What follows belongs to an exercise in optimizing a design on an open flow for small area, a short achievable clock period and few clock cycles per item; a production flow would make more cautious choices. The RTL was checked by simulation tests, not by an equivalence proof against the original design.

==> flow/design.v, too long to show whole: its modules and the start of the top module <==
// module quad_disc_root: 1266 lines
module quad_disc_root #(
   parameter int W_IN   = quad_pkg::W_IN_DEF,
   parameter int W_DISC = 2*W_IN + 2,
   parameter int W_ROOT = W_IN + 1
) (
   input  logic                     CLK,
   input  logic                     RST,
   input  logic                     START,
   input  logic signed [W_IN-1:0]   A,
   input  logic signed [W_IN-1:0]   B,
   input  logic signed [W_IN-1:0]   C,
   output logic                     BUSY,
   output logic                     DONE,
   output logic signed [W_DISC-1:0] DISC,
   output logic        [W_ROOT-1:0] SQRT,
   output logic                     EXACT,
   output logic        [1:0]        ST
);
  // ...
==> flow/flow/run.sh <==
#!/bin/bash
# Layout: the standard flow (standard.sh: ORFS synthesis through finish)
# with two changes: the buffers that ORFS puts on every input and output port
# are sky130_fd_sc_hd__buf_2 instead of the delay cell buffer_ports picks by
# default, and the timing repair after clock-tree synthesis and global routing
# aims for a setup slack margin, so it sizes the critical paths.
set -o pipefail
export BUFFER_PORTS_ARGS="-buffer_cell sky130_fd_sc_hd__buf_2"
export SETUP_SLACK_MARGIN=9.8
bash standard.sh > standard.log 2>&1
==> flow/standard.sh <==
#!/bin/bash
# synth_recipe.tcl (not shown) runs the flow's synth.tcl, then flattens the netlist and writes it again
# the make line also repeats each setting of config.mk as NAME=value (left out here)
make -C /OpenROAD-flow-scripts/flow DESIGN_CONFIG=/design/flow/config.mk WORK_HOME=/design/flow/orfs CLKGATE_MAP_FILE= SYNTH_SCRIPT=/design/flow/synth_recipe.tcl "${@:-finish}"
==> flow/config.mk <==
export PLATFORM = sky130hd
export DESIGN_NAME = quad_disc_root
export DESIGN_NICKNAME = quad_disc_root
export VERILOG_FILES = /design/flow/design.v
export SDC_FILE = /design/flow/constraint.sdc
export NUM_CORES = 4
export LEC_CHECK = 0
export CAP_MARGIN = 20
export CORE_MARGIN = 2
export CORE_UTILIZATION = 60
export CTS_CLUSTER_DIAMETER = 50
export CTS_CLUSTER_SIZE = 45
export SLEW_MARGIN = 20
==> flow/constraint.sdc <==
create_clock -name core_clock -period 13.5 [get_ports {CLK}]
set_input_delay 2.7000 -clock core_clock [delete_from_list [all_inputs] [get_ports {CLK}]]
set_output_delay 2.7000 -clock core_clock [all_outputs]
set_load 0.01 [all_outputs]
==> out/results.ini, run 1 <==
[synthesis]
synth_compound_area_share_pct = 14.1
seq_area_frac_synth_pct = 35.6
synth_largest_area_cell = dfxtp_1
yosysMostFrequentCell = dfxtp_1
synth_edf_count = 0
synth-main-ff-cell = dfxtp_1
synthAdderAreaFrac_pct = 24.6
synth_area_um2 = 36100

[routing]
top_layer = met5
drc = 0
wl_met3_mm = 3.23
drt_wl_total_mm = 83.1
wl_met2_mm = 43.5

[finish]
dominant_cells = multi-input gates
multi_input_comb_area_um2 = 21600
fin_util_pct = 67.8
clock_buffers = 61
sh_seq_area_pct = 32.3
n_sequential_cell = 642
n_all_inverters = 292

[global_route]
use_met1_pct = 31.8
use_met3_pct = 2.82

[die]
fp.dieH_um = 249
die_x_um = 249
dieArea_um2 = 62100

[worst_setup_path]
required_ns = 10.80
crit_slowest_cell = dfxtp_2
cp_cell_sequence = buf_6
crit_end = DISC[16]
critical_path.endpoint_type = primary output
cpLargestDelayFamily = flip-flops
startpoint_type = flip-flop
crit_start = DISC[16]

[status]
status = timing/DRC/antenna clean

[clock_tree]
cts-buffers-inserted = 59
cts_sinks = 642
clkLatencyLatePin_ns = 0.65
hold_buffers = 0
clkTransAtPathRegs_ns = 0.09

[timing]
setup_viol = 0

[place]
placed_area_um2 = 37100

Testbench counts, summed over its fixed seeds: cycles 2,488, items 2,400.
==> inputs of run 2 (changes only) <==
==> flow/flow/run.sh (replaced) <==
#!/bin/bash
# Layout: the standard flow (standard.sh: ORFS synthesis through finish)
# with one change: the buffers that ORFS puts on every input and output port
# are sky130_fd_sc_hd__buf_2 instead of the delay cell buffer_ports picks by
# default, so the ports' own buffers do not slow the input and output paths.
set -o pipefail
export BUFFER_PORTS_ARGS="-buffer_cell sky130_fd_sc_hd__buf_2"
bash standard.sh > standard.log 2>&1
--- a/flow/config.mk
+++ b/flow/config.mk
@@ -8,6 +8,6 @@
 export CAP_MARGIN = 20
 export CORE_MARGIN = 2
 export CORE_UTILIZATION = 60
-export CTS_CLUSTER_DIAMETER = 50
-export CTS_CLUSTER_SIZE = 45
+export CTS_CLUSTER_DIAMETER = 100
+export CTS_CLUSTER_SIZE = 25
 export SLEW_MARGIN = 20
==> run 2 against run 1 <==
Still clean on timing, DRC and antenna. Flip-flop and latch count unchanged. Register-to-register slack got worse by 0.33 ns. Clock skew is 0.0093 ns lower. Critical path depth up 7. Utilization is 3.8 points lower. Worst hold slack got worse by 0.0022 ns. Count of clock-buffer cells in the layout decreased by 30. Sequential share of layout area is 1.5 points higher. Cell area shrank 5.6%. Wire length is 2.4% lower.
==> out/results.ini, run 2 <==
[timing]
final.setup.worst_slack_ns = 9.59  ; was 9.69 ns
setup_tns_ns = 0  ; unchanged
min_period_over_period_pct = 29.0  ; was 28.3%
fin_crit_ns = 3.91  ; was 3.81 ns
maxSlewHeadroom_pct = 24.1  ; was 41.1%
rsz0062_at_grt = no  ; was yes
worst_pin_slew_ns = 1.14  ; was 0.883 ns
setup_viol = 0  ; unchanged
fin_skew_ns = 0.0228  ; was 0.0321 ns
fmax_ghz = 0.256  ; was 0.262 GHz
final-hold-violation-count = 0  ; unchanged
slew_violations = 0  ; unchanged

[synthesis]
synth_area_leaders = dfxtp_1 36%, fa_1 13%, ha_1 11%, xnor2_1 6.4%, inv_1 3.0%  ; unchanged
ys_types = 87  ; unchanged
yosysMostFrequentCell = dfxtp_1  ; unchanged
syn_avg_cell_area_um2 = 10.0  ; unchanged
synth_area_um2 = 36100  ; unchanged
synth-main-ff-cell = dfxtp_1  ; unchanged
seq_area_frac_synth_pct = 35.6  ; unchanged
synth_edf_count = 0  ; unchanged
syn_inst = 3598  ; unchanged
synth_largest_area_cell = dfxtp_1  ; unchanged
synth_common_cells = 642 x dfxtp_1, 312 x ha_1, 290 x inv_1  ; unchanged
async_flop_share_pct = 0  ; unchanged
synth_top_cell_area_share_pct = 35.6  ; unchanged
ys_warn_count = 1  ; unchanged
ys_seq_elements = 642  ; unchanged

[place]
io_buffers = 104  ; unchanged
dp_slack_ns = 9.45  ; was 9.54 ns
hpwl_mm = 63.3  ; was 63.2 mm
placed_area_um2 = 37100  ; about the same
gp_congestion = 0.877  ; was 0.884
dpl.cell_count = 4343  ; was 4345

[worst_setup_path]
critical_path.endpoint_type = flip-flop  ; was primary output
cp_cell_sequence = xnor2_1 > fa_1 > inv_1 > fa_1 > fa_1 > inv_1 > fa_1 > fa_1  ; was buf_6
cpMostUsedCell = fa_1
crit_path_max_fanout = 20  ; was 2
arrival_ns = 4.43  ; was 1.11 ns
required_ns = 14.01  ; was 10.80 ns
crit_slowest_cell = dfxtp_1  ; was dfxtp_2
path_class = reg -> reg  ; was reg -> out
cpPeakStageDelay_ns = 1.08  ; was 0.36 ns
startpoint_type = flip-flop  ; unchanged

[finish]
fin_nets = 4205  ; was 4263
drive_gt1_share_pct = 5.65  ; was 11.2%
register_area_um2 = 12900  ; was 13000 um^2
mostFrequentLayoutCells = 640 x dfxtp_1, 312 x ha_1, 290 x inv_1  ; was 540 x dfxtp_1, 312 x ha_1, 290 x inv_1
fillCellCount = 4823  ; was 4620
diodes = 0  ; unchanged
final_cells = 4381  ; was 4485
fin_util_pct = 64.1  ; was 67.8%
final_common_cell = dfxtp_1  ; unchanged
area_delta_synth_final_pct = 5.27  ; was 11.5%
fin_area_um2 = 38000  ; was 40200 um^2
multi_input_comb_area_um2 = 21500  ; was 21600 um^2

[routing]
vias = 25100  ; was 25.6k
ant_nets = 0  ; unchanged
drt_iter0_drc = 1415  ; was 1583
post_drt_wl_per_cell_um = 18.5  ; about the same
avgViaCountPerCell = 5.73  ; was 5.71
first_pass_iters = 7  ; was 6
drt_wl_total_mm = 81.1  ; was 83.1 mm
drc = 0  ; unchanged

[clock_tree]
hold_buffers = 0  ; unchanged
cts_resized = 0  ; was 142
clkTransAtPathRegs_ns = 0.10  ; was 0.09 ns
clkLatencyLatePin_ns = 0.63  ; was 0.65 ns
cts_sinks = 642  ; unchanged
h-tree-depth = 1  ; was 2
postCtsSetupBuffers = 0  ; was 16
clk_path_buf_depth = 3  ; unchanged
cts_tree = done  ; unchanged
cts-buffers-inserted = 31  ; was 59
clock-root-buffer = clkbuf_16  ; unchanged

[global_route]
grt_overflow = 0  ; unchanged
grt_usage_pct = 26.2  ; was 26.9%
grt_pass1_vias = 25600  ; was 26.5k
antenna_found_initial = 1  ; unchanged
grt_max_degree = 65  ; unchanged
grt_pass1_wl_mm = 133  ; was 136 mm

[die]
start_util_pct = 60.9  ; unchanged
io_pins = 107  ; unchanged
die_x_um = 249  ; unchanged
rows = 89  ; unchanged
fp.dieH_um = 249  ; unchanged
core_um2 = 59200  ; unchanged
dieArea_um2 = 62100  ; unchanged

[min_path]
hold_class = reg -> reg  ; unchanged

[status]
status = timing/DRC/antenna clean  ; unchanged

[job]
cap_violations = 0  ; unchanged

run 2: kinds of logic after synthesis:
family                     count (synthesis)  synth area share (%)
and+or+nand+nor                          728                  9.49
xor gates and xnor gates                 384                  9.33
muxes                                     77                  2.18
buffers and inverters                    440                  4.68
other                                      1                0.0104
DFF                                      642                  35.6
AOI/OAI and AO/OA                        758                  14.1
adders and majority gates                568                  24.6
run 2: area by class of cell:
class,instances,share of cell area (%)
timing repair buffer,119,1.67
clock inverter,7,0.231
multi-input combinational,2517,56.8
inverter,292,2.89
tap,773,2.55
clock buffer,31,2.04
sequential,642,33.9
run 2: worst paths after layout:
check	from	end	slack, ns	depth (start not counted)
setup / recovery	neg0[2]	q1_16_2	9.59	8
hold / removal	d8[0]	d9[0]	0.32	0
setup reg to reg	neg0[2]	q1_16_2	9.59	8
hold reg to reg	d8[0]	d9[0]	0.32	0
run 2: through the flow:
stage / hold WS (ns)
global route: 0.327
floorplan: 0.310
global placement: 0.310
finish: 0.319
detailed placement: 0.312
CTS: 0.323
run 2: metal layers:
layer	routed length (um)	global-route usage [%]	up-vias
met1	33500	31.7	12200
met5	13	0	-
met4	2650	8.16	2
li1	-	-	12200
met3	2580	2.32	155
met2	42400	49.1	531
run 2: worst max-delay path: cells and delay by family, from the launching register on:
kind,cells,cell delay [ns]
XOR/XNOR,1,0.21
adder cells (fa/ha/maj),5,2.40
flip-flops,1,1.08
buffers and inverters,2,0.11
==> inputs of run 3 (changes only) <==
==> flow/run.sh (new file) <==
#!/bin/bash
# synth_recipe.tcl (not shown) runs the flow's synth.tcl, then flattens the netlist and writes it again
# the make line also repeats each setting of config.mk as NAME=value (left out here)
make -C /OpenROAD-flow-scripts/flow DESIGN_CONFIG=/design/flow/config.mk WORK_HOME=/design/flow/orfs CLKGATE_MAP_FILE= SYNTH_SCRIPT=/design/flow/synth_recipe.tcl finish
removed: flow/flow/run.sh
removed: flow/standard.sh
==> run 3 against run 2 <==
Flip-flop and latch count did not move. Cell area rose by 1.8%. Global-route usage down 0.12 points. Die area is the same. Utilization grew 1.2 points. Fmax decreased by 6.7%. Still clean. Count of clock-buffer cells in the layout increased by 5. Non-clock buffer count increased by 3.
==> out/results.ini, run 3 <==
[status]
status = timing/DRC/antenna clean  ; unchanged

[timing]
fin_crit_ns = 4.19  ; was 3.91 ns
final-hold-violation-count = 0  ; unchanged
slew_violations = 0  ; unchanged
rsz0062_at_grt = no  ; unchanged
worst_pin_slew_ns = 1.09  ; was 1.14 ns
fmax_ghz = 0.238  ; was 0.256 GHz
setup_tns_ns = 0  ; unchanged
maxSlewHeadroom_pct = 27.3  ; was 24.1%
min_period_over_period_pct = 31.1  ; was 29.0%
fin_skew_ns = 0.0364  ; was 0.0228 ns
fin_hold_ws_ns = 0.326  ; was 0.319 ns
setup_viol = 0  ; unchanged

[clock_tree]
cts_resized = 0  ; unchanged
hold_buffers = 0  ; unchanged
postCtsSetupBuffers = 0  ; unchanged
clkTransAtPathRegs_ns = 0.09  ; was 0.10 ns
clock-root-buffer = clkbuf_16  ; unchanged
clkLatencyLatePin_ns = 0.58  ; was 0.63 ns
cts_sinks = 642  ; unchanged
clk_path_buf_depth = 3  ; unchanged
cts-buffers-inserted = 34  ; was 31
h-tree-depth = 2  ; was 1
cts_tree = done  ; unchanged

[finish]
fillCellCount = 4793  ; was 4823
final_common_cell = dfxtp_1  ; unchanged
mostFrequentLayoutCells = 641 x dfxtp_1, 312 x ha_1, 290 x inv_1  ; was 640 x dfxtp_1, 312 x ha_1, 290 x inv_1
diodes = 0  ; unchanged
multi_input_comb_area_um2 = 21500  ; unchanged
register_area_um2 = 12900  ; about the same
drive_gt1_share_pct = 3.01  ; was 5.65%
fin_nets = 4211  ; was 4205
area_delta_synth_final_pct = 7.20  ; was 5.27%
final_cells = 4390  ; was 4381

[global_route]
grt_pass1_vias = 26000  ; was 25.6k
grt_usage_pct = 26.1  ; was 26.2%
grt_max_degree = 65  ; unchanged
antenna_found_initial = 1  ; unchanged
grt_pass1_wl_mm = 132  ; was 133 mm
busiest_layer = met2  ; unchanged
use_met1_pct = 31.2  ; was 31.7%
use_met3_pct = 2.79  ; was 2.32%
globalRouteMet2Util_pct = 48.3  ; was 49.1%
grt_overflow = 0  ; unchanged

[worst_setup_path]
arrival_ns = 1.49  ; was 4.43 ns
cpPeakStageDelay_ns = 0.55  ; was 1.08 ns
crit_buf_inv = 1  ; was 2
startpoint_type = flip-flop  ; unchanged
critical_path.endpoint_type = primary output  ; was flip-flop
cpLargestDelayFamily = buffers and inverters  ; was adder cells
path_class = reg -> out  ; was reg -> reg
required_ns = 10.80  ; was 14.01 ns
crit_slowest_cell = clkdlybuf4s50_1  ; was dfxtp_1
cp_cell_sequence = clkdlybuf4s50_1  ; was xnor2_1 > fa_1 > inv_1 > fa_1 > fa_1 > inv_1 > fa_1 > fa_1
crit_path_max_fanout = 2  ; was 20

[die]
fp.dieH_um = 249  ; unchanged
die_x_um = 249  ; unchanged
dieArea_um2 = 62100  ; unchanged
start_util_pct = 60.9  ; unchanged
core_um2 = 59200  ; unchanged
io_pins = 107  ; unchanged
rows = 89  ; unchanged

[synthesis]
syn_inst = 3598  ; unchanged
ys_warn_count = 1  ; unchanged
ys_types = 87  ; unchanged
synth_common_cells = 642 x dfxtp_1, 312 x ha_1, 290 x inv_1  ; unchanged
yosysMostFrequentCell = dfxtp_1  ; unchanged
synth_top_cell_area_share_pct = 35.6  ; unchanged
synth_edf_count = 0  ; unchanged
synth_largest_area_cell = dfxtp_1  ; unchanged
synth-main-ff-cell = dfxtp_1  ; unchanged
async_flop_share_pct = 0  ; unchanged
synth_area_leaders = dfxtp_1 36%, fa_1 13%, ha_1 11%, xnor2_1 6.4%, inv_1 3.0%  ; unchanged
syn_avg_cell_area_um2 = 10.0  ; unchanged
ys_seq_elements = 642  ; unchanged
synth_area_um2 = 36100  ; unchanged
seq_area_frac_synth_pct = 35.6  ; unchanged

[min_path]
hold_class = reg -> reg  ; unchanged

[place]
io_buffers = 104  ; unchanged
hpwl_mm = 62.6  ; was 63.3 mm
gp_congestion = 0.907  ; was 0.877
dpl.cell_count = 4346  ; was 4343

[routing]
drt_wl_total_mm = 80.0  ; was 81.1 mm
drc = 0  ; unchanged
ant_nets = 0  ; unchanged
drt_iter0_drc = 1577  ; was 1415
post_drt_wl_per_cell_um = 18.2  ; was 18.5 um
avgViaCountPerCell = 5.69  ; was 5.73
vias = 25000  ; was 25.1k
first_pass_iters = 6  ; was 7

[job]
cap_violations = 0  ; unchanged

==> run 3: logic make-up (layout without fill, tap and decap cells) <==
| group | after synthesis | after routing | synth area share [%] |
|---|---|---|---|
| AO/OA/AOI/OAI | 758 | 758 | 14.1 |
| XOR/XNOR | 384 | 384 | 9.33 |
| adder cells (fa/ha/maj) | 568 | 568 | 24.6 |
| buffers and inverters | 440 | 458 | 4.68 |
| flip-flops | 642 | 642 | 35.6 |
| multiplexers | 77 | 77 | 2.18 |
| other | 1 | 2 | 0.0104 |
| AND/OR/NAND/NOR | 728 | 728 | 9.49 |
==> run 3: area by class of cell <==
class                   count  area share, %
clock buffers              36           2.30
clock inverters             8          0.346
inverters                 292           2.84
multi-input cells        2517           55.7
flip-flops and latches    642           33.3
well taps                 773           2.50
repair buffers            122           3.03
==> run 3: worst paths after layout <==
path	startpoint	slack (ns)	cells past startpoint	to
worst max register to register	a0[14]	9.61	9	q1_17_2
worst max-delay path	DISC[32]	9.31	1	DISC[32]
worst min register to register	d6[5]	0.33	0	d7[5]
worst min-delay path	d6[5]	0.33	0	d7[5]
==> run 3: stage by stage <==
step                area [um^2]  util, %  setup WS, ns
floorplan                 36100        -          9.66
global placement          37600     63.5          9.59
detailed placement        37600     63.5          9.45
CTS                       38600     65.2          9.25
global route              38700     65.3          9.24
finish                    38700     65.3          9.31
==> run 3: per-layer routing <==
metal	vias up	part of all wire (%)
li1	12200	-
met1	12100	41
met2	509	51
met3	171	3.7
met4	2	3.6
met5	-	0.016

re-timing with driven ports:
The results above use ideal ports. As a check the final layouts listed here were re-extracted and re-timed, cells and wires unchanged. Step 1: set_driving_cell puts a clkbuf_16 on CLK and a buf_2 on each other input, an assumption about the parent block. Step 2 adds t to the input delays and takes it off the output delays; t is the mean of the earliest and latest rising clock arrival at the registers after step 1. Input paths then give back, and output paths get back, about the clock's delay inside the block. a / b / c = ideal ports / drivers / drivers and shift; a / b = the first two.
| run | t (ns) | setup slack, ns | hold slack, ns |
|---|---|---|---|
| run 1 | 0.695 | 9.686 / 9.625 / 9.791 | 0.321 / 0.321 / 0.321 |
| run 2 | 0.678 | 9.586 / 9.577 / 9.586 | 0.319 / 0.319 / 0.319 |
| run 3 | 0.628 | 9.305 / 9.244 / 9.613 | 0.326 / 0.326 / 0.326 |
After both steps every run listed still meets setup and hold.
